Background: an optimization exercise with open tools, aiming at small area, a short achievable clock period and few clock cycles. Do not read the settings as production practice.
RTL that was checked went through simulation tests only; none was proved equivalent to the original.
Function not checked in run 3: the RTL went through the layout flow alone.
Power and IR drop assume default switching activity.

==> design/flow/design.v <==
package rsmp_pkg;
    localparam int IDX_W      = 6;
    localparam int OUT_DW     = 8;
    localparam int CNT_MAX_W  = 7;
    localparam int WGT_MAX_W  = 32;
    localparam int OFF_MAX_W  = 32;
    localparam int TOT_MAX_W  = WGT_MAX_W + CNT_MAX_W;
    localparam int ADDR_MAX_W = CNT_MAX_W;
    localparam int JOB_SLOTS  = 2;
    typedef struct packed {
        logic                  en;
        logic [ADDR_MAX_W-1:0] addr;
        logic [WGT_MAX_W-1:0]  data;
    } t_wr;
    typedef struct packed {
        logic                 bank;
        logic [CNT_MAX_W-1:0] count;
        logic [TOT_MAX_W-1:0] total;
        logic [OFF_MAX_W-1:0] offset;
    } t_job;
    typedef enum logic [3:0] {
        S_IDLE,
        S_MUL,
        S_INIT,
        S_FETCH,
        S_SCALE,
        S_ADD,
        S_TEST,
        S_EMIT,
        S_ZERO
    } t_bstate;
endpackage
module systematic_resampler #(
    parameter int MAX_PARTICLES = 64,
    parameter int WEIGHT_BITS   = 16,
    parameter int OFFSET_BITS   = 16
) (
    input  logic                                       i_clk,
    input  logic                                       i_rst_n,
    input  logic                                       s_axis_tvalid,
    output logic                                       s_axis_tready,
    input  logic [((WEIGHT_BITS+OFFSET_BITS+7)/8)*8-1:0] s_axis_tdata,
    input  logic                                       s_axis_tlast,
    output logic                                       m_axis_tvalid,
    input  logic                                       m_axis_tready,
    output logic [rsmp_pkg::OUT_DW-1:0]                m_axis_tdata,
    output logic                                       m_axis_tlast,
    output logic                                       m_axis_tuser
);
    logic        r_tready;
    logic        in_fire;
    logic        in_last;
    logic [15:0] in_w;
    logic [15:0] in_r;
    logic        fire_now;
    assign fire_now      = s_axis_tvalid && r_tready;
    assign s_axis_tready = r_tready;
    always_ff @(posedge i_clk) begin
        in_fire <= i_rst_n && fire_now;
        in_w    <= s_axis_tdata[15:0];
        in_last <= s_axis_tlast;
        if (fire_now) begin
            in_r <= s_axis_tdata[31:16];
        end
    end
    logic [15:0] ring [0:63];
    logic [6:0]  wp;             
    logic [6:0]  pf_ptr;         
    logic [6:0]  f_cnt;
    logic [21:0] f_T;
    logic        f_nz;
    logic        f_hold;         
    logic        q0v, q1v;
    logic [6:0]  q0n, q1n;
    logic [21:0] q0T, q1T;
    logic [15:0] q0r, q1r;
    logic        q0z, q1z;
    logic        m_busy, m_done;
    logic [1:0]  m_cnt;
    logic [21:0] m_acc;
    logic        m_st;
    logic        pf_sel;
    logic [6:0]  pf_idx;
    logic        pf_par;
    logic        r1_v;
    logic [15:0] r1_w;
    logic [5:0]  r1_idx;
    logic        r1_par;
    logic [6:0]  r1_n;
    logic        e0v, e1v;
    logic [21:0] e0w, e1w;
    logic [5:0]  e0i, e1i;
    logic        e0p, e1p;
    logic        w_busy;
    logic        w_first;
    logic        w_par;
    logic signed [22:0] w_d;
    logic [5:0]  w_j;
    logic [5:0]  w_s;
    logic        o_v, k_v;
    logic [5:0]  o_i, k_i;
    logic        o_l, k_l;
    logic        o_u, k_u;
    logic        store;
    logic [6:0]  n_new;
    logic [21:0] T_new;
    logic        nz_new;
    logic        job_in;         
    logic [6:0]  job_n;
    logic [21:0] job_T;
    logic        job_z;
    logic        retire;
    logic        q_room;         
    logic        hold_next;
    assign store  = in_fire && !f_cnt[6];
    assign n_new  = f_cnt + 7'(store);
    assign T_new  = f_T + (store ? 22'(in_w) : 22'd0);
    assign nz_new = f_nz || (store && (in_w != 16'd0));
    assign q_room = !q1v || retire;
    always_comb begin
        job_in = 1'b0;
        job_n  = n_new;
        job_T  = T_new;
        job_z  = !nz_new;
        if (f_hold) begin
            job_in = q_room;
            job_n  = f_cnt;
            job_T  = f_T;
            job_z  = !f_nz;
        end else if (in_fire && in_last) begin
            job_in = q_room;
        end
    end
    assign hold_next = (f_hold || (in_fire && in_last)) && !q_room;
    always_ff @(posedge i_clk) begin
        if (store) begin
            ring[wp[5:0]] <= in_w;
        end
    end
    always_ff @(posedge i_clk) begin
        if (!i_rst_n) begin
            wp     <= '0;
            f_cnt  <= '0;
            f_T    <= '0;
            f_nz   <= 1'b0;
            f_hold <= 1'b0;
        end else begin
            wp <= wp + 7'(store);
            if (f_hold) begin
                if (q_room) begin
                    f_hold <= 1'b0;
                    f_cnt  <= '0;
                    f_T    <= '0;
                    f_nz   <= 1'b0;
                end
            end else if (in_fire) begin
                if (in_last && q_room) begin
                    f_cnt <= '0;
                    f_T   <= '0;
                    f_nz  <= 1'b0;
                end else begin
                    f_cnt  <= n_new;
                    f_T    <= T_new;
                    f_nz   <= nz_new;
                    f_hold <= in_last;
                end
            end
        end
    end
    always_ff @(posedge i_clk) begin
        if (!i_rst_n) begin
            q0v <= 1'b0;
            q1v <= 1'b0;
        end else begin
            if (retire) begin
                q0v <= q1v || job_in;
                q1v <= q1v && job_in;
            end else begin
                q0v <= q0v || job_in;
                q1v <= q1v || (q0v && job_in);
            end
        end
        if (retire) begin
            if (q1v) begin
                q0n <= q1n; q0T <= q1T; q0r <= q1r; q0z <= q1z;
            end else if (job_in) begin
                q0n <= job_n; q0T <= job_T; q0r <= in_r; q0z <= job_z;
            end
            if (q1v && job_in) begin
                q1n <= job_n; q1T <= job_T; q1r <= in_r; q1z <= job_z;
            end
        end else begin
            if (!q0v && job_in) begin
                q0n <= job_n; q0T <= job_T; q0r <= in_r; q0z <= job_z;
            end
            if (q0v && job_in) begin
                q1n <= job_n; q1T <= job_T; q1r <= in_r; q1z <= job_z;
            end
        end
    end
    logic [6:0] used;
    logic       qfull_next;
    logic [6:0] cnt1;
    logic       drop_next;       
    assign used = wp - pf_ptr;
    assign cnt1 = (in_fire && in_last) ? 7'd0 : n_new;
    assign drop_next = !(fire_now && s_axis_tlast)
                    && (cnt1[6] || (fire_now && (cnt1 == 7'd63)));
    assign qfull_next = retire ? (q1v && job_in) : (q1v || (q0v && job_in));
    always_ff @(posedge i_clk) begin
        if (!i_rst_n) begin
            r_tready <= 1'b0;
        end else begin
            r_tready <= (drop_next || ((8'(used) + 8'(in_fire) + 8'(fire_now)) <= 8'd63))
                     && !hold_next
                     && !(fire_now && s_axis_tlast && qfull_next);
        end
    end
    logic        m_tgt;          
    logic        m_tv, m_tz;
    logic [21:0] m_T;
    logic [15:0] m_r;
    logic [3:0]  m_nib;
    logic [25:0] m_sum;
    logic        m_take;         
    assign m_tgt = w_busy;
    assign m_tv  = m_tgt ? q1v : q0v;
    assign m_tz  = m_tgt ? q1z : q0z;
    assign m_T   = m_tgt ? q1T : q0T;
    assign m_r   = m_tgt ? q1r : q0r;
    always_comb begin
        case (m_cnt)
            2'd0: m_nib = m_r[3:0];
            2'd1: m_nib = m_r[7:4];
            2'd2: m_nib = m_r[11:8];
            default: m_nib = m_r[15:12];
        endcase
    end
    assign m_sum = 26'(m_acc) + 26'(m_T) * 26'(m_nib);
    always_ff @(posedge i_clk) begin
        if (!i_rst_n) begin
            m_busy <= 1'b0;
            m_done <= 1'b0;
        end else begin
            if (m_busy) begin
                m_acc <= m_sum[25:4];
                m_st  <= m_st || (m_sum[3:0] != 4'd0);
                m_cnt <= m_cnt + 2'd1;
                if (m_cnt == 2'd3) begin
                    m_busy <= 1'b0;
                    m_done <= 1'b1;
                end
            end else if (m_take) begin
                m_done <= 1'b0;
            end else if (!m_done && m_tv && !m_tz) begin
                m_busy <= 1'b1;
                m_cnt  <= 2'd0;
                m_acc  <= '0;
                m_st   <= 1'b0;
            end
        end
    end
    logic        head_ok;
    logic        adv;
    logic signed [22:0] s1, s2, s3, a_d;
    logic        emit_c;
    logic        emit;
    logic        w_last;
    logic [5:0]  j_new;
    logic        zemit;
    logic        start_q0;       
    logic        start_q1;       
    logic signed [22:0] d_init;
    logic        out_ok;
    assign out_ok  = !k_v;
    assign head_ok = e0v && (e0p == w_par);
    assign adv     = w_busy && (w_first || w_d[22]) && head_ok;
    assign s1      = w_d + $signed({1'b0, e0w});
    assign s2      = w_d + $signed({1'b0, e0w}) - $signed({1'b0, q0T});
    assign s3      = w_d - $signed({1'b0, q0T});
    assign a_d     = adv ? s1 : w_d;
    assign emit_c  = adv ? !s1[22] : (!w_d[22] && !w_first);
    assign emit    = w_busy && emit_c && out_ok;
    assign w_last  = (7'(w_s) + 7'd1) == q0n;
    assign j_new   = adv ? e0i : w_j;
    assign zemit   = !w_busy && q0v && q0z && out_ok;
    assign retire  = (emit && w_last) || zemit;
    assign d_init  = ~{1'b0, m_acc} + 23'(!m_st);
    assign start_q0 = !w_busy && q0v && !q0z && m_done;
    assign start_q1 = emit && w_last && q1v && !q1z && m_done;
    assign m_take  = start_q0 || start_q1;
    always_ff @(posedge i_clk) begin
        if (!i_rst_n) begin
            w_busy <= 1'b0;
            w_par  <= 1'b0;
        end else begin
            if (retire) begin
                w_par <= !w_par;
            end
            if (start_q0 || start_q1) begin
                w_busy <= 1'b1;
            end else if (retire) begin
                w_busy <= 1'b0;
            end
        end
        if (start_q0 || start_q1) begin
            w_d     <= d_init;
            w_first <= 1'b1;
            w_s     <= '0;
        end else begin
            w_d <= emit ? (adv ? s2 : s3) : a_d;
            if (adv) begin
                w_first <= 1'b0;
            end
            if (emit) begin
                w_s <= w_s + 6'd1;
            end
        end
        w_j <= j_new;
    end
    logic [6:0]  pf_n;
    logic        pf_rd;
    logic        pf_jump;
    logic        pop;
    logic [1:0]  e_cnt;
    logic        push;
    logic [21:0] r1_nw;
    assign pf_n    = pf_sel ? q1n : q0n;
    assign pop     = adv;
    assign e_cnt   = 2'(e0v) + 2'(e1v);
    assign pf_jump = retire && !pf_sel;
    assign pf_rd   = (pf_sel ? q1v : q0v) && (pf_idx != pf_n)
                  && ((3'(e_cnt) + 3'(r1_v) - 3'(pop)) <= 3'd1);
    assign r1_nw   = 22'(r1_w) * 22'(r1_n);
    assign push    = r1_v && ((r1_w != 16'd0) || (r1_idx == 6'd0))
                  && !(retire && (r1_par == w_par));
    always_ff @(posedge i_clk) begin
        if (!i_rst_n) begin
            pf_ptr <= '0;
            pf_idx <= '0;
            pf_sel <= 1'b0;
            pf_par <= 1'b0;
            r1_v   <= 1'b0;
        end else begin
            r1_v <= pf_rd && !pf_jump;
            if (pf_jump) begin
                pf_ptr <= pf_ptr + (pf_n - pf_idx);
                pf_idx <= '0;
                pf_par <= !pf_par;
            end else begin
                if (pf_rd) begin
                    pf_ptr <= pf_ptr + 7'd1;
                end
                if (!pf_sel && q0v && (pf_idx == pf_n)) begin
                    pf_sel <= 1'b1;
                    pf_idx <= '0;
                    pf_par <= !pf_par;
                end else begin
                    if (pf_rd) begin
                        pf_idx <= pf_idx + 7'd1;
                    end
                    if (retire) begin
                        pf_sel <= 1'b0;
                    end
                end
            end
        end
        r1_w   <= ring[pf_ptr[5:0]];
        r1_idx <= pf_idx[5:0];
        r1_par <= pf_par;
        r1_n   <= pf_n;
    end
    logic k0, k1;
    always_comb begin
        k0 = e0v && !pop && !(retire && (e0p == w_par));
        k1 = e1v && !(retire && (e1p == w_par));
    end
    always_ff @(posedge i_clk) begin
        if (!i_rst_n) begin
            e0v <= 1'b0;
            e1v <= 1'b0;
        end else begin
            e0v <= k0 || k1 || push;
            e1v <= (k0 && k1) || ((k0 || k1) && push);
        end
        if (!k0) begin
            if (k1) begin
                e0w <= e1w; e0i <= e1i; e0p <= e1p;
            end else begin
                e0w <= r1_nw; e0i <= r1_idx; e0p <= r1_par;
            end
        end
        if (!(k0 && k1)) begin
            e1w <= r1_nw; e1i <= r1_idx; e1p <= r1_par;
        end
    end
    logic       o_free;
    logic       p_v;
    logic [5:0] p_i;
    logic       p_l, p_u;
    assign o_free = !o_v || m_axis_tready;
    assign p_v    = emit || zemit;
    assign p_i    = zemit ? 6'd0 : j_new;
    assign p_l    = zemit ? 1'b1 : w_last;
    assign p_u    = zemit;
    always_ff @(posedge i_clk) begin
        if (!i_rst_n) begin
            o_v <= 1'b0;
            k_v <= 1'b0;
        end else begin
            if (o_free) begin
                o_v <= k_v || p_v;
                k_v <= 1'b0;
            end else if (p_v) begin
                k_v <= 1'b1;
            end
        end
        if (o_free) begin
            if (k_v) begin
                o_i <= k_i; o_l <= k_l; o_u <= k_u;
            end else if (p_v) begin
                o_i <= p_i; o_l <= p_l; o_u <= p_u;
            end
        end else if (p_v) begin
            k_i <= p_i; k_l <= p_l; k_u <= p_u;
        end
    end
    assign m_axis_tvalid = o_v;
    assign m_axis_tdata  = {2'b00, o_i};
    assign m_axis_tlast  = o_l;
    assign m_axis_tuser  = o_u;
endmodule
==> design/flow/run.sh <==
#!/bin/bash
# synth_recipe.tcl (not shown) runs the flow's synth.tcl, then flattens the netlist and writes it again
# the make line also repeats each setting of config.mk as NAME=value (left out here)
make -C /OpenROAD-flow-scripts/flow DESIGN_CONFIG=/design/flow/config.mk WORK_HOME=/design/flow/orfs CLKGATE_MAP_FILE= SYNTH_SCRIPT=/design/flow/synth_recipe.tcl finish
==> design/flow/config.mk <==
export PLATFORM = sky130hd
export DESIGN_NAME = systematic_resampler
export DESIGN_NICKNAME = systematic_resampler
export VERILOG_FILES = /design/flow/design.v
export SDC_FILE = /design/flow/constraint.sdc
export NUM_CORES = 4
export LEC_CHECK = 0
export ABC_CLOCK_PERIOD_IN_PS = 2500
export CAP_MARGIN = 20
export CORE_MARGIN = 2
export CORE_UTILIZATION = 60
export SETUP_SLACK_MARGIN = 5
export SLEW_MARGIN = 20
export TNS_END_PERCENT = 100
==> design/flow/constraint.sdc <==
create_clock -name core_clock -period 8.0 [get_ports {i_clk}]
set_input_delay 1.6000 -clock core_clock [delete_from_list [all_inputs] [get_ports {i_clk}]]
set_output_delay 1.6000 -clock core_clock [all_outputs]
set_load 0.01 [all_outputs]
==> results of run 1 <==
-- routing by layer --
layer	part of all wire (%)	GRT usage, %	vias to the layer above
li1	-	-	16200
met1	39	41.6	19400
met2	50	52.2	1646
met3	6.8	4.86	357
met4	4.5	12.4	4
met5	0.016	0	-
-- cells by family after synthesis --
logic type,Yosys count
AO/OA/AOI/OAI,417
XOR/XNOR,168
adder cells (fa/ha/maj),303
buffers and inverters,444
flip-flops,1381
multiplexers,460
other,1
AND/OR/NAND/NOR,859
-- cells in the final DEF (no fill, tap or decap), types with 36 or more instances in the layout --
master / n
buf_6: 69
buf_4: 204
inv_1: 256
nor2_1: 245
fa_1: 133
xor2_1: 53
xnor2_1: 92
clkbuf_16: 149
edfxtp_1: 1254
a21o_1: 47
dfxtp_1: 84
ha_1: 114
clkdlybuf4s50_1: 36
and2_1: 60
o21ai_0: 38
nand2_1: 237
a21oi_1: 73
mux4_2: 343
nand3_1: 36
mux2i_1: 49
ha_4: 46
mux2_4: 52
-- sequential cells by signal, indices dropped and copies added, names as in the netlist, 22 cells and up --
signal	cells
ring	1024
w_d	23
e0w	22
e1w	22
f_T	22
m_acc	22
q0T	22
q1T	22
-- final timing paths --
check | cells after the start | slack, ns | endpoint | startpoint
worst max register to register | 20 | 2.47 | m_acc[21]$_SDFFCE_PN0P_ | m_cnt[1]$_SDFFCE_PN0P_
worst min register to register | 0 | 0.37 | r1_par$_DFF_P_ | pf_par$_SDFFE_PN0P_
worst max-delay path | 20 | 2.47 | m_acc[21]$_SDFFCE_PN0P_ | m_cnt[1]$_SDFFCE_PN0P_
worst min-delay path | 0 | 0.37 | r1_par$_DFF_P_ | pf_par$_SDFFE_PN0P_
-- where the power goes --
group          internal (W)  total [W]  switching [W]
combinational       0.00212    0.00418        0.00205
sequential          0.00818    0.00834       0.000160
clock               0.00400    0.00683        0.00283
total                0.0143     0.0193        0.00504
-- area by class of cell --
cell class / count / area, um2 / share of cell area (%)
antenna: 6 / 15.0 / 0.0195
clock buffer: 176 / 3830 / 4.98
clock inverter: 88 / 1060 / 1.38
inverter: 277 / 1050 / 1.37
multi-input combinational: 2230 / 24700 / 32.1
sequential: 1381 / 40300 / 52.5
tap: 1391 / 1740 / 2.27
timing repair buffer: 384 / 4120 / 5.37
-- timing repair --
item	CTS	global route
endpoints found under the hold margin	0	0
setup buffers	184	45
hold buffers	0	0
pin swaps	114	61
gates cloned	35	7
resized for setup	330	130
endpoints found under the setup margin	431	431
-- Yosys cell counts, types with 12 or more instances --
library cell | count | area [um2]
nor4_1 | 16 | 100
or3_1 | 20 | 125
or2_2 | 12 | 75.1
o21ai_0 | 77 | 385
and2_1 | 78 | 488
dfxtp_1 | 127 | 2540
nor2b_1 | 14 | 87.6
a21oi_1 | 103 | 515
a211oi_1 | 18 | 135
a21o_1 | 48 | 360
buf_1 | 34 | 128
o31ai_1 | 16 | 120
nor2_1 | 293 | 1100
edfxtp_1 | 1254 | 37700
o21a_1 | 24 | 180
nand3_1 | 46 | 230
inv_1 | 273 | 1020
xor2_1 | 56 | 490
fa_1 | 139 | 2780
and3_1 | 23 | 144
clkbuf_1 | 115 | 432
nand2_1 | 261 | 980
nor3_1 | 39 | 195
ha_1 | 163 | 2040
buf_2 | 13 | 65.1
a31oi_1 | 34 | 213
o21bai_1 | 15 | 113
mux2_1 | 26 | 293
mux2i_1 | 49 | 490
mux4_2 | 340 | 7660
nand4_1 | 21 | 131
mux2_2 | 45 | 507
xnor2_1 | 112 | 981
-- through the flow --
stage | cell area (um2) | hold slack [ns] | std cells
global placement | 67200 | 0.357 | 5386
global route | 76800 | 0.376 | 5927
finish | 76800 | 0.369 | 5933
CTS | 75600 | 0.369 | 5872
detailed placement | 67200 | 0.356 | 5389
floorplan | 65100 | 0.350 | 4034
==> run_results.csv, run 1 <==
group,metric,value,unit
outcome,outcome,"finished clean",
pwr,ir_drop,0.274,mV
global_routing,grt_use_total,31.2,%
route,final_antenna_net_count,0,
place,io_buffers,46,
clocking,clk_path_buf_depth,3,
pwr,power.leakage,27.1,nW
sta,worst_slew_pin_slew,1.13,ns
die,die_w,330,um
die,io_pins,49,
die,die_y,330,um
critical_path,cpMostUsedCell,"fa_1",
pwr,power-per-cell-area,252,mW/mm2
critical_path,cp_cell_sequence,"ha_4, a222oi_1, mux4_2, buf_4, nor2_1, fa_1, fa_1, inv_1, fa_1, inv_1, ha_4, nand3_1, nor2_1, o311a_1, o211ai_1, a21boi_2, o2111ai_2, a21oi_1, mux2_2, o211ai_1",
critical_path,crit_required,8.59,ns
sta,fin_crit_sh,69.1,%
die,dieArea,0.109,mm2
synth,synth_xor_area_share,2.30,%
synth,synth_cells,4033,
synth,synthMuxAreaShare,14.0,%
synth,synth_top_family_by_area,"multiplexers",
sta,setup_violations,0,
synth,ys_ff_latch,1381,
synth,synth_ff_type,"edfxtp_1",
synth,synthSimpleGateAreaFrac,6.16,%
route,via_count,37500,
critical_path,slowest_delay,0.51,ns
place,pre_cts_ws,1.84,ns
clocking,cts-buffers-inserted,142,
global_routing,first_global_vias,38100,
die,core,0.105,mm2
clocking,clkSinkCount,1381,
clocking,clkTransAtPathRegs,0.06,ns
synth,synth_cell_type_count,78,
critical_path,crit_buf_inv,3,
synth,synth_enable_flop_cells,1254,
synth,synth.avg_cell_area,15.8,um2
critical_path,startpoint_type,"flip-flop",
route,drtIter0Drc,4225,
job,cap_violations,0,
place,globalplace.congestion,0.912,
critical_path,path_class,"reg2reg",
critical_path,crit_arrival,6.12,ns
cells_and_area,fin_util,72.9,%
clocking,clock_latency,0.78,ns
critical_path,end_kind,"flip-flop",
sta,setup_slack,2.47,ns
sta,fin_setup_tns,0,ns
route,avgViaCountPerCell,6.33,
sta,finalHoldViolCount,0,
clocking,clockRootBuffer,"clkbuf_16",
synth,synth_area,0.0639,mm2
sta,fmax,181,MHz
pwr,power,0.0193,W
sta,finalClockSkew,0.0339,ns
place,dp_hpwl,100000,um
sta,maxSlewHeadroom,24.4,%
route,dr.pass1.iters,16,
cells_and_area,fillers,6422,
global_routing,overflow,0,
critical_path,critical_path_peak_fanout,8,
route,drc,0,
critical_path,slowest_stage,"fa_1",
synth,async_flop_share,0,%
synth,ys_seq_area_share,62.9,%
clocking,cts_tree,"built",
route,avgRoutedWirePerCell,28.5,um
min_path,hp-class,"reg2reg",
critical_path,cp_top_family,"adder cells",
die,rows,119,
clocking,h-tree-depth,4,
global_routing,antenna_found_initial,9,
synth,synth-compound-area-share,4.36,%
synth,yosysWarnings,1,
route,drt_wl_total,169000,um
cells_and_area,area_growth,20.2,%
global_routing,grt_pass1_wl,247000,um
synth,yosys.area_share.adder,7.57,%
cells_and_area,fin_nets,4755,
cells_and_area,drive_above_1_share,30.4,%
sta,rsz0062_at_grt,"yes",
die,initial_core_util,60.6,%
global_routing,grt_max_degree,85,
sta,slew_violations,0,
sta,period_minus_slack,5.53,ns
Testbench counts, summed over its fixed seeds: cycles 9,660.
==> run 2, diff against run 1 <==
--- a/design/flow/config.mk
+++ b/design/flow/config.mk
@@ -7,8 +7,5 @@
 export LEC_CHECK = 0
-export ABC_CLOCK_PERIOD_IN_PS = 2500
 export CAP_MARGIN = 20
 export CORE_MARGIN = 2
-export CORE_UTILIZATION = 60
-export SETUP_SLACK_MARGIN = 5
+export CORE_UTILIZATION = 40
 export SLEW_MARGIN = 20
-export TNS_END_PERCENT = 100
==> run_results.csv, run 2 <==
group,metric,value,unit
sta,fmax,144,MHz
pwr,power,0.0178,W
critical_path,crit_arrival,7.45,ns
pwr,pwr-share-clk,38.1,%
pwr,power.leakage,24.9,nW
die,die_y,404,um
global_routing,grt_pass1_wl,228000,um
global_routing,grt_use_total,18.7,%
sta,worst_slew_pin_slew,1.09,ns
critical_path,end_kind,"flip-flop",
place,dp_hpwl,97900,um
sta,fin_hold_ws,0.366,ns
route,dr.pass1.iters,7,
clocking,post-cts-setup-buffers,0,
synth,synth_cell_type_count,78,
clocking,clockRootBuffer,"clkbuf_16",
pwr,power.internal,0.0133,W
clocking,clkTransAtPathRegs,0.07,ns
clocking,h-tree-depth,4,
synth,synth.avg_cell_area,15.8,um2
synth,ys_ff_latch,1381,
synth,synth.largest_area_cell,"edfxtp_1",
sta,slew_violations,0,
sta,period_minus_slack,6.94,ns
clocking,cts_resized,0,
cells_and_area,final_common_cell,"edfxtp_1",
clocking,clkSinkCount,1381,
critical_path,critical_path_peak_fanout,22,
clocking,cts-buffers-inserted,145,
pwr,switching_share,25.1,%
pwr,ir_drop,0.173,mV
job,cap_violations,0,
place,globalplace.congestion,0.851,
route,avgViaCountPerCell,5.46,
pwr,netSwitchingPower,0.00447,W
global_routing,overflow,0,
cells_and_area,largest_register_ffs,1024,
sta,maxSlewHeadroom,27.2,%
outcome,outcome,"finished clean",
pwr,power-per-cell-area,247,mW/mm2
route,final_antenna_net_count,0,
synth,synth_top_area_share,58.9,%
route,avgRoutedWirePerCell,23.7,um
cells_and_area,drive_above_1_share,17.8,%
die,die_w,404,um
clocking,clk_path_buf_depth,3,
clocking,postCtsHoldBufs,0,
sta,rsz0062_at_grt,"no",
die,io_pins,49,
min_path,hp-class,"reg2reg",
cells_and_area,fin_nets,4506,
route,drc,0,
critical_path,crit_required,8.51,ns
route,drtIter0Drc,3357,
die,core,0.159,mm2
route,drt_wl_total,151000,um
synth,yosysWarnings,1,
critical_path,startpoint_type,"flip-flop",
die,rows,146,
synth,synthTopCellsByCount,"edfxtp_1, mux4_2, nor2_1",
cells_and_area,fillers,13700,
global_routing,antenna_found_initial,5,
synth,synth_enable_flop_cells,1254,
die,dieArea,0.163,mm2
global_routing,first_global_vias,34700,
die,initial_core_util,40.3,%
sta,setup_violations,0,
synth,synth_most_common_cell,"edfxtp_1",
sta,finalHoldViolCount,0,
place,io_buffers,46,
synth,ys_seq_area_share,62.9,%
synth,synthTopCellsByArea,"edfxtp_1, mux4_2, fa_1, dfxtp_1, ha_1",
synth,synth_area,0.0639,mm2
global_routing,grt_max_degree,161,
synth,async_flop_share,0,%
route,via_count,34700,
sta,finalClockSkew,0.0509,ns
synth,synth_ff_type,"edfxtp_1",
cells_and_area,area_growth,12.8,%
clocking,cts_tree,"built",
synth,synth_cells,4033,
sta,fin_crit_sh,86.7,%
cells_and_area,layout_common_cells,"edfxtp_1, mux4_2, nor2_1",
sta,fin_setup_tns,0,ns
clocking,clock_latency,0.78,ns
pwr,power.share.combinational,15.3,%
critical_path,path_class,"reg2reg",
pwr,pwr-share-seq,46.6,%
run 2: cell counts after synthesis:
Identical to the previous run, type by type.
run 2: metrics by stage:
| step | instance area [um2] | std cells | util (%) | setup slack [ns] |
|---|---|---|---|---|
| after floorplan | 63900 | 4034 | - | 2.10 |
| after global placement | 67200 | 6092 | 42.4 | 1.18 |
| after detailed placement | 67200 | 6092 | 42.4 | 1.15 |
| after CTS | 72000 | 6355 | 45.4 | 1.14 |
| after global routing | 72000 | 6355 | 45.4 | 0.837 |
| final | 72000 | 6356 | 45.4 | 1.06 |
run 2: path summary, 6_finish.rpt:
kind | slack [ns] | from | endpoint | depth (start not counted)
max reg2reg | 1.06 | m_cnt[0]$_SDFFCE_PN0P_ | m_acc[18]$_SDFFCE_PN0P_ | 18
min reg2reg | 0.37 | pf_par$_SDFFE_PN0P_ | r1_par$_DFF_P_ | 0
max | 1.06 | m_cnt[0]$_SDFFCE_PN0P_ | m_acc[18]$_SDFFCE_PN0P_ | 18
min | 0.37 | pf_par$_SDFFE_PN0P_ | r1_par$_DFF_P_ | 0
run 2: cell families (layout without fill, tap and decap cells):
| group | after synthesis | count (layout) | share of synthesized area (%) |
|---|---|---|---|
| multiplexers | 460 | 460 | 14.0 |
| XOR/XNOR | 168 | 168 | 2.30 |
| other | 1 | 3 | 0.00587 |
| AND/OR/NAND/NOR | 859 | 859 | 6.16 |
| AO/OA/AOI/OAI | 417 | 417 | 4.36 |
| buffers and inverters | 444 | 693 | 2.66 |
| flip-flops | 1381 | 1381 | 62.9 |
| adder cells (fa/ha/maj) | 303 | 303 | 7.57 |
run 2: critical path, stage by stage (launching register included):
cell and delay [ns]:
edfxtp_1 0.43, inv_1 0.11, ha_1 0.34, a222oi_1 0.16
mux4_2 0.71, or2_2 0.40, fa_1 0.57, fa_1 0.43
fa_1 0.50, inv_1 0.04, ha_1 0.31, a21o_1 0.20
a2111oi_0 0.70, o31ai_1 0.23, o41ai_1 0.79, o211ai_1 0.25
a41oi_1 0.29, xor2_1 0.16, nor2_1 0.05
run 2: final cells by class:
class,count,area [um2],area share (%)
Antenna cell,1,2.50,0.00347
Timing Repair Buffer,153,1300,1.81
Inverter,277,1040,1.45
Clock inverter,65,911,1.26
Sequential cell,1381,40200,55.8
Multi-Input combinational cell,2209,22000,30.6
Tap cell,2072,2590,3.60
Clock buffer,198,3920,5.44
run 2: power groups by stage:
stage                     registers, W  logic [W]  clock network (W)
after floorplan                0.00842    0.00209                  0
after global placement         0.00846    0.00270                  0
after detailed placement       0.00846    0.00274                  0
after CTS                      0.00831    0.00275            0.00693
after global routing           0.00832    0.00307            0.00721
final                          0.00830    0.00273            0.00679
run 2: per-layer routing:
layer	track usage, %	up-vias	routed length [um]
li1	-	15600	-
met1	27.7	17900	68600
met4	5.43	0	4000
met2	28.5	1072	68800
met3	2.86	196	9420
met5	0	-	0
==> run 3, diff against run 2 <==
--- a/design/flow/design.v
+++ b/design/flow/design.v
@@ -78,3 +78,2 @@
     logic        m_busy, m_done;
-    logic [1:0]  m_cnt;
     logic [21:0] m_acc;
@@ -222,4 +221,4 @@
     logic [15:0] m_r;
-    logic [3:0]  m_nib;
-    logic [25:0] m_sum;
+    logic [2:0]  m_cnt;
+    logic [23:0] m_sum;
     logic        m_take;         
@@ -228,13 +227,4 @@
     assign m_tz  = m_tgt ? q1z : q0z;
-    assign m_T   = m_tgt ? q1T : q0T;
-    assign m_r   = m_tgt ? q1r : q0r;
-    always_comb begin
-        case (m_cnt)
-            2'd0: m_nib = m_r[3:0];
-            2'd1: m_nib = m_r[7:4];
-            2'd2: m_nib = m_r[11:8];
-            default: m_nib = m_r[15:12];
-        endcase
-    end
-    assign m_sum = 26'(m_acc) + 26'(m_T) * 26'(m_nib);
+    assign m_sum = 24'(m_acc) + (m_r[0] ? 24'(m_T) : 24'd0)
+                 + (m_r[1] ? {1'b0, m_T, 1'b0} : 24'd0);
     always_ff @(posedge i_clk) begin
@@ -245,6 +235,4 @@
             if (m_busy) begin
-                m_acc <= m_sum[25:4];
-                m_st  <= m_st || (m_sum[3:0] != 4'd0);
-                m_cnt <= m_cnt + 2'd1;
-                if (m_cnt == 2'd3) begin
+                m_cnt <= m_cnt + 3'd1;
+                if (m_cnt == 3'd7) begin
                     m_busy <= 1'b0;
@@ -256,7 +244,15 @@
                 m_busy <= 1'b1;
-                m_cnt  <= 2'd0;
-                m_acc  <= '0;
-                m_st   <= 1'b0;
             end
         end
+        if (m_busy) begin
+            m_acc <= m_sum[23:2];
+            m_st  <= m_st || (m_sum[1:0] != 2'd0);
+            m_r   <= m_r >> 2;
+        end else if (!m_done) begin
+            m_cnt <= 3'd0;
+            m_acc <= '0;
+            m_st  <= 1'b0;
+            m_T   <= m_tgt ? q1T : q0T;
+            m_r   <= m_tgt ? q1r : q0r;
+        end
     end
--- a/design/flow/config.mk
+++ b/design/flow/config.mk
@@ -7,5 +7,8 @@
 export LEC_CHECK = 0
+export ABC_CLOCK_PERIOD_IN_PS = 2500
 export CAP_MARGIN = 20
 export CORE_MARGIN = 2
-export CORE_UTILIZATION = 40
+export CORE_UTILIZATION = 60
+export SETUP_SLACK_MARGIN = 5
 export SLEW_MARGIN = 20
+export TNS_END_PERCENT = 100
==> run_results.csv, run 3 <==
group,metric,value,unit
synth,synthMuxAreaShare,14.3,%
synth,synth_top_family_by_area,"multiplexers",
clocking,cts-buffers-inserted,146,
synth,synth_cells,3957,
outcome,outcome,"finished clean",
die,die_w,330,um
cells_and_area,fin_nets,4681,
synth,synth_enable_flop_cells,1288,
clocking,h-tree-depth,4,
sta,maxSlewHeadroom,27.8,%
synth,synth.largest_area_cell,"edfxtp_1",
min_path,holdCritStartpoint,"pf_par$_SDFFE_PN0P_",
synth,synth_cell_type_count,82,
critical_path,critical_path_peak_fanout,7,
synth,yosysWarnings,1,
sta,worst_slew_pin_slew,1.08,ns
synth,synth.avg_cell_area,16.1,um2
critical_path,crit_required,8.49,ns
route,drtIter0Drc,3605,
min_path,hold_depth,0,
global_routing,first_global_vias,37500,
sta,fin_crit_sh,62.0,%
synth,synthSimpleGateAreaFrac,6.00,%
route,final_antenna_net_count,0,
critical_path,end_kind,"flip-flop",
pwr,ir_drop,0.383,mV
sta,fmax,202,MHz
sta,finalHoldViolCount,0,
route,drc,0,
synth,yosys.area_share.adder,6.07,%
global_routing,grt_use_total,29.8,%
sta,fin_setup_tns,0,ns
clocking,clkSinkCount,1420,
place,globalplace.congestion,0.863,
critical_path,startpoint_type,"flip-flop",
cells_and_area,drive_above_1_share,32.3,%
global_routing,grt_max_degree,66,
synth,async_flop_share,0,%
synth,synthTopCellsByCount,"edfxtp_1, mux4_2, nand2_1",
job,cap_violations,0,
synth,ys_seq_area_share,64.7,%
synth,synth_xor_area_share,2.30,%
die,dieArea,0.109,mm2
die,io_pins,49,
die,rows,119,
critical_path,cp_cell_sequence,"and2_4, fa_1, inv_1, fa_1, inv_1, fa_2, inv_1, fa_1, inv_2, ha_4, o21ai_4, o21ai_2, a31o_2, or4_4, a311oi_2, o21bai_1, a21oi_1, xnor2_1, mux2_2",
synth,synthTopCellsByArea,"edfxtp_1, mux4_2, dfxtp_1, fa_1, ha_1",
synth,synth-compound-area-share,4.25,%
critical_path,slowest_delay,0.52,ns
route,via_count,36900,
sta,finalClockSkew,0.0316,ns
critical_path,reg2reg_depth,19,
critical_path,slowest_stage,"fa_1",
die,die_y,330,um
clocking,clk_path_buf_depth,3,
pwr,power,0.0198,W
cells_and_area,layout_common_cells,"edfxtp_1, mux4_2, nand2_1",
min_path,hp-class,"reg2reg",
cells_and_area,largest_register_ffs,1024,
critical_path,startpoint,"r1_n[2]$_DFF_P_",
cells_and_area,fillers,6379,
pwr,power.leakage,27.0,nW
synth,ys_ff_latch,1420,
die,initial_core_util,60.6,%
route,avgViaCountPerCell,6.26,
min_path,holdPathEnd,"r1_par$_DFF_P_",
global_routing,antenna_found_initial,7,
critical_path,crit_arrival,5.45,ns
cells_and_area,area_growth,20.9,%
critical_path,timing.rr.end,"e0w[20]$_DFFE_PN_",
synth,synth_most_common_cell,"edfxtp_1",
place,io_buffers,46,
sta,rsz0062_at_grt,"yes",
cells_and_area,final_common_cell,"edfxtp_1",
route,drt_wl_total,163000,um
critical_path,path_class,"reg2reg",
synth,synth_top_area_share,60.5,%
global_routing,grt_pass1_wl,239000,um
critical_path,r2r-start,"r1_n[2]$_DFF_P_",
critical_path,r2r_setup_slack,3.04,ns
clocking,clock_latency,0.76,ns
pwr,power-per-cell-area,257,mW/mm2
sta,setup_violations,0,
sta,period_minus_slack,4.96,ns
global_routing,overflow,0,
place,dp_hpwl,97600,um
clocking,clockRootBuffer,"clkbuf_16",
route,avgRoutedWirePerCell,27.6,um
synth,synth_ff_type,"edfxtp_1",
die,core,0.105,mm2
route,dr.pass1.iters,16,
sta,slew_violations,0,
clocking,cts_tree,"built",
synth,synth_area,0.0639,mm2
clocking,clkTransAtPathRegs,0.06,ns
[run 3: cell count changes in the layout (fill, tap and decap cells not counted), sizes merged, moves of 13 or more]
cell    delta
a21o      -14
nor2      -77
inv       -50
mux2      +17
a31oi     -25
buf      +278
ha        -13
edfxtp    +34
and2      +26
and3      -15
fa        -39
nand2     +30
o21ai     +51
[run 3: what timing repair did]
action | in CTS | in global routing
setup endpoints to repair | 542 | 591
endpoints found under the hold margin | 0 | 0
setup buffers | 173 | 96
hold buffers | 0 | 0
gates cloned | 34 | 12
pin swaps | 106 | 121
resized for setup | 355 | 258
[run 3: power breakdown]
| part | internal, W | total [W] | leakage (nW) | switching (W) |
|---|---|---|---|---|
| Sequential | 0.00848 | 0.00863 | 12.9 | 0.000146 |
| Clock | 0.00377 | 0.00658 | 2.25 | 0.00281 |
| Combinational | 0.00227 | 0.00462 | 11.9 | 0.00235 |
[run 3: routing by layer]
metal | part of all wire, % | GRT usage [%] | vias up
met5 | 0.0049 | 0 | -
met2 | 50 | 50.1 | 1399
met3 | 6.4 | 4.11 | 314
met4 | 4.0 | 11.2 | 2
met1 | 39 | 40.3 | 19200
li1 | - | - | 16000
[run 3: worst max-delay path: cells and delay by family, from the launching register on]
| family | cells | cell delay [ns] |
|---|---|---|
| adder cells (fa/ha/maj) | 5 | 2.26 |
| AO/OA/AOI/OAI | 6 | 0.90 |
| AND/OR/NAND/NOR | 2 | 0.61 |
| flip-flops | 1 | 0.39 |
| multiplexers | 1 | 0.26 |
| buffers and inverters | 4 | 0.21 |
| XOR/XNOR | 1 | 0.10 |
[run 3: logic make-up after synthesis]
group           count (synthesis)
simple gates                  821
compound gates                421
mux                           478
xor+xnor                      168
flops                        1420
buf+inv                       398
fa+ha+maj                     250
other cells                     1
[run 3: cell type report]
cell class | instances | area, um2 | area share, %
Timing Repair inverter | 1 | 8.76 | 0.0113
Sequential cell | 1420 | 41400 | 53.6
Clock buffer | 193 | 3980 | 5.15
Timing Repair Buffer | 436 | 4950 | 6.40
Multi-Input combinational cell | 2156 | 23600 | 30.6
Tap cell | 1391 | 1740 | 2.25
Clock inverter | 69 | 636 | 0.823
Inverter | 233 | 916 | 1.19
Antenna cell | 1 | 2.50 | 0.00324
[run 3: how the worst max path moves through the flow]
stage | endpoint | slack (ns) | cells past startpoint
4_1_cts | e0w[20]$_DFFE_PN_ | 3.05 | 19
3_3_place_gp | e0w[20]$_DFFE_PN_ | 2.80 | 17
3_5_place_dp | e0w[20]$_DFFE_PN_ | 2.72 | 17
6_report | e0w[20]$_DFFE_PN_ | 3.04 | 19
5_1_grt | e0w[20]$_DFFE_PN_ | 2.88 | 19
2_1_floorplan | e0w[20]$_DFFE_PN_ | 3.20 | 20
[run 3: metrics by stage]
stage	area, um2	instances	hold WS, ns	util [%]	setup WS [ns]
floorplan	64700	3958	0.350	-	3.20
global placement	66900	5321	0.359	63.5	2.80
detailed placement	66900	5322	0.362	63.5	2.72
CTS	75100	5791	0.370	71.3	3.05
global route	77300	5899	0.382	73.3	2.88
finish	77300	5900	0.369	73.3	3.04

[port drivers added, routing unchanged]
The results above use ideal ports. As a check the final layouts listed here were re-extracted and re-timed, cells and wires unchanged.
Step 1, drivers: a clkbuf_16 drives i_clk and a buf_2 each remaining input, both assumed.
Step 2 times the ports against the registers' clock, not the clock port: input delays grow and output delays shrink by t, the midpoint of the rising clock arrivals with the driver on.
Slacks: ideal ports / drivers / drivers and shift; pairs: ideal ports / drivers.
| run | shift t [ns] | setup slack, ns | hold WS [ns] | worst setup path at the end |
|---|---|---|---|---|
| run 1 | 0.829 | 2.469 / 2.469 / 2.469 | 0.369 / 0.369 / 0.369 | register to register |
| run 2 | 0.842 | 1.064 / 1.064 / 1.064 | 0.366 / 0.366 / 0.366 | register to register |
| run 3 | 0.819 | 3.042 / 3.042 / 3.042 | 0.369 / 0.369 / 0.369 | register to register |
After both steps setup and hold are still met in every run listed.
